This is an optimization exercise on Yosys and OpenROAD, whose aim is small area, a short achievable clock period and few clock cycles, not a production implementation. In this exercise RTL edits were held to simulation tests only and were not proved equivalent to the original.

[flow/config.mk]
export PLATFORM = sky130hd
export DESIGN_NAME = spmv_top
export DESIGN_NICKNAME = spmv_top
export VERILOG_FILES = /design/flow/design.v
export SDC_FILE = /design/flow/constraint.sdc
export NUM_CORES = 4
export LEC_CHECK = 0
export CAP_MARGIN = 20
export CORE_MARGIN = 2
export CORE_UTILIZATION = 40
export SLEW_MARGIN = 20
[flow/constraint.sdc]
create_clock -name core_clock -period 9.0 [get_ports {clk}]
set_input_delay 1.8000 -clock core_clock [delete_from_list [all_inputs] [get_ports {clk}]]
set_output_delay 1.8000 -clock core_clock [all_outputs]
set_load 0.01 [all_outputs]
[flow/design.v]
module spmv_stream #(
  parameter int N = 32,
  parameter int IDX_W = $clog2(N),
  parameter int DW = 8,
  parameter int ACC_W = 2*DW+IDX_W,
  parameter bit SKIP_ZERO = 0
) (
  input  logic             clk,
  input  logic             rst_n,
  input  logic             in_valid,
  input  logic             weight_valid,
  input  logic [IDX_W-1:0] in_row,
  input  logic [IDX_W-1:0] in_col,
  input  logic [DW-1:0]    in_data,
  input  logic             out_ready,
  output logic             out_valid,
  output logic [IDX_W-1:0] out_row,
  output logic [ACC_W-1:0] out_data,
  output logic             out_last,
  output logic             busy
);
  typedef enum logic [1:0] {IDLE, VEC, MAT, DRAIN} state_t;
  state_t state, state_nxt;
  logic [N-1:0][DW-1:0] vec;
  logic [N-1:0][ACC_W-1:0] acc;
  logic [IDX_W-1:0] base, nxt;
  logic [2*DW-1:0] prod;
  logic vec_we, acc_we, load, xfer, done;
  always_ff @(posedge clk or negedge rst_n)
    if (!rst_n) state <= IDLE;
    else state <= state_nxt;
  always_comb begin
    state_nxt = (state == IDLE || state == VEC) ? (in_valid ? VEC : weight_valid ? MAT : state) :
                state == MAT ? (weight_valid ? MAT : DRAIN) :
                done ? IDLE : DRAIN;
  end
  always_comb begin
    busy = state != IDLE;
    xfer = out_valid && out_ready;
    done = xfer && out_last;
    vec_we = in_valid && (state == IDLE || state == VEC);
    acc_we = weight_valid && (state == MAT || ((state == IDLE || state == VEC) && !in_valid));
    load = (state == MAT && !weight_valid) || (xfer && !out_last);
    base = state == MAT ? '0 : out_row + 1'b1;
    prod = {{DW{1'b0}}, in_data} * {{DW{1'b0}}, vec[in_col]};
    nxt = IDX_W'(N-1);
    for (int i = N-1; i >= 0; i--)
      if (i >= int'(base) && (!SKIP_ZERO || acc[i] != '0)) nxt = IDX_W'(i);
  end
  always_ff @(posedge clk or negedge rst_n)
    if (!rst_n) begin
      vec <= '0;
      acc <= '0;
      out_valid <= 1'b0;
      out_row <= '0;
      out_data <= '0;
      out_last <= 1'b0;
    end else if (done) begin
      vec <= '0;
      acc <= '0;
      out_valid <= 1'b0;
      out_row <= '0;
      out_data <= '0;
      out_last <= 1'b0;
    end else begin
      if (vec_we) vec[in_row] <= in_data;
      if (acc_we) acc[in_row] <= acc[in_row] + ACC_W'(prod);
      if (load) begin
        out_valid <= 1'b1;
        out_row <= nxt;
        out_data <= acc[nxt];
        out_last <= nxt == IDX_W'(N-1);
      end
    end
endmodule
module spmv_top (
  input  logic        clk,
  input  logic        rst_n,
  input  logic        in_valid,
  input  logic        weight_valid,
  input  logic [4:0]  in_row,
  input  logic [4:0]  in_col,
  input  logic [7:0]  in_data,
  input  logic        out_ready,
  output logic        out_valid,
  output logic [4:0]  out_row,
  output logic [20:0] out_data,
  output logic        out_last,
  output logic        busy
);
  spmv_stream #(.N(32), .DW(8), .SKIP_ZERO(1)) u_spmv (
    .clk(clk), .rst_n(rst_n), .in_valid(in_valid), .weight_valid(weight_valid),
    .in_row(in_row), .in_col(in_col), .in_data(in_data), .out_ready(out_ready),
    .out_valid(out_valid), .out_row(out_row), .out_data(out_data), .out_last(out_last),
    .busy(busy));
endmodule
[flow/run.sh]
#!/bin/bash
# synth_recipe.tcl (not shown) runs the flow's synth.tcl, then flattens the netlist and writes it again
# the make line also repeats each setting of config.mk as NAME=value (left out here)
make -C /OpenROAD-flow-scripts/flow DESIGN_CONFIG=/design/flow/config.mk WORK_HOME=/design/flow/orfs CLKGATE_MAP_FILE= SYNTH_SCRIPT=/design/flow/synth_recipe.tcl finish
==> flow_metrics.tcl <==
set metrics [dict create \
    crit-reg2reg-launch "u_spmv.acc[234]" \
    synth_edf_count 0 \
    crit_arrival_ps 8870 \
    drc 0 \
    fin_setup_tns_ps 0 \
    grt_setup_unrepaired "false" \
    fp-row-count 134 \
    skew_ps 70.9 \
    grt_pass1_wl_um 321000 \
    synthCells 4646 \
    dr_wl_met2_um 93700 \
    start_util_pct 40.2 \
    area_delta_synth_final_pct 12.6 \
    yosysSeqAreaShare_pct 44.7 \
    required_ps 9610 \
    first_pass_iters 6 \
    clk_pin_slew_worst_paths_ps 60 \
    ys_types 80 \
    max_slew_margin_pct 6.47 \
    hold_buffers 0 \
    drive_gt1_share_pct 16.9 \
    yosys_most_used_dff "dfrtp_1" \
    place.gp.congestion 0.977 \
    tritoncts "built" \
    nNetsFinal 4670 \
    setup-violations-final 0 \
    syn_nets 4767 \
    crit_path_start_kind "input pin" \
    synth_warnings 1 \
    grt_max_degree 173 \
    dieHeight_um 370 \
    crit_fanout 24 \
    clock-sinks 958 \
    htreeDepth 3 \
    tightest_slew_ps 1390 \
    whs_ps 492 \
    fin_crit_ps 8260 \
    wl_met3_um 26400 \
    slowest_delay_ps 900 \
    hold_path_depth 1 \
    vias 45400 \
    clockRootBuffer "clkbuf_16" \
    post_cts_resized 0 \
    reg2reg_depth 25 \
    hp-class "reg2reg" \
    overflow 0 \
    met1Wirelength_um 89000 \
    max_freq_mhz 121 \
    grt_pass1_vias 43000 \
    pre_cts_ws_ps 95.1 \
    dieArea_mm2 0.137 \
    cts_setup_buffers 0 \
    ys_seq_elements 958 \
    syn_area_mm2 0.0536 \
    criticalPathCategory "in2reg" \
    final_common_cell "dfrtp_1" \
    routed_wl_um 221000 \
    clock_path_buffers 3 \
    dpl.hpwl_um 155000 \
    ant_nets 0 \
    core_mm2 0.133 \
    io_pins 52 \
    track_usage_pct 31.8 \
    maxSlewViolCount 0 \
    port_buffers 51 \
    die_width_um 370 \
    cpMaxStageDelayCell "o21ai_0" \
    antenna_found_initial 3 \
    routedWlPerCell_um 34.5 \
    top_layer "met5" \
    clk_latency_ps 760 \
    setup_ws_ps 740 \
    critical_path.startpoint "in_row[0]" \
    cpMostUsedCell "nor2_1" \
    hold_violations 0 \
    viasPerCell 7.08 \
    synth.avg_cell_area_um2 11.5 \
    hold_start "u_spmv.vec[62]" \
    cap_violations 0 \
    drtIter0Drc 6443 \
    outcome "timing/DRC/antenna clean" \
    synthArstFlopShare_pct 100 \
    final_cell_mix "958 x dfrtp_1, 792 x a22o_1, 323 x mux2i_1" \
    cts_buffers 105 \
    finalCritPeriodShare_pct 91.8 \
    end_kind "flip-flop" \
]
==> flip-flops by register name, indices dropped and copies added, names as in the netlist <==
register,flops
u_spmv.acc,672
u_spmv.out_valid,1
u_spmv.state,2
u_spmv.out_data,21
u_spmv.vec,256
u_spmv.out_row,5
u_spmv.out_last,1
==> stage by stage <==
stage / instance area [µm²] / std cells / util [%]
floorplan: 53600 / 4646 / -
global placement: 56700 / 6210 / 42.6
detailed placement: 56700 / 6210 / 42.6
CTS: 60400 / 6403 / 45.3
global route: 60400 / 6403 / 45.3
finish: 60400 / 6404 / 45.3
==> path summary, 6_finish.rpt <==
check / slack [ps] / endpoint
max: 740 / u_spmv.acc[38]
min: 490 / u_spmv.vec[62]
max reg2reg: 1820 / u_spmv.acc[38]
min reg2reg: 490 / u_spmv.vec[62]
max in group asynchronous: 6320 / u_spmv.vec[218]
min in group asynchronous: 1140 / u_spmv.acc[657]
==> cells in the mapped netlist (81+ instances only) <==
cell type	count	area, µm²
a21oi_1	142	711
clkbuf_1	316	1190
dfrtp_1	958	24000
a22o_1	792	6940
nor4_1	112	701
nand2_1	309	1160
buf_2	82	410
a32o_1	82	821
mux2i_1	323	3230
nand3_1	96	480
mux4_2	242	5450
nor2_1	128	480
o21ai_0	141	706
and3_1	81	507
==> layout make-up <==
class	instances	area (µm²)
fill	12200	72900
multi-input combinational	3158	28000
sequential	958	24000
clock buffer	148	3040
timing repair buffer	249	2280
tap	1768	2210
clock inverter	45	574
inverter	77	289
antenna	1	2.50
==> kinds of logic after synthesis <==
| group | synth area share, % |
|---|---|
| adders and majority gates | 2.99 |
| AOI/OAI and AO/OA | 21.3 |
| muxes | 17.2 |
| and+or+nand+nor | 9.42 |
| buffers and inverters | 4.03 |
| xor gates and xnor gates | 0.387 |
| DFF | 44.7 |
==> routing by layer <==
metal,up-vias,GRT usage [%]
met4,6,14.9
met3,546,8.99
li1,18000,-
met2,3321,45.2
met5,-,0.210
met1,23500,44.9
==> critical path: cells and delay by family <==
| kind | cells | cell delay [ps] |
|---|---|---|
| buffers and inverters | 5 | 800 |
| adder cells (fa/ha/maj) | 6 | 2310 |
| AND/OR/NAND/NOR | 7 | 1260 |
| AO/OA/AOI/OAI | 10 | 2540 |
| multiplexers | 1 | 90 |
Testbench counts, summed over its fixed seeds: cycles 17,786.

## what the ideal ports hide
The flow's constraints put no driver on any port. The routed layout listed below was extracted and timed again, unchanged, in two steps.
Step 1 assumes that a clkbuf_16 drives the clock port and a buf_2 every other input.
Step 2 also shifts input and output timing later by t, the mid clock arrival at the registers, as if the neighbouring blocks saw the same clock.
Three values: ideal, step 1, step 2; two values: the first two.
t (ns): 0.804
setup slack, ns: 0.740 / 0.624 / -0.180
hold WS [ns]: 0.492 / 0.492 / 0.492
Met with ideal ports but missed after step 2: setup timing in this run. The setup slack of this run moves by -0.116 ns with the drivers and by -0.920 ns with both steps.
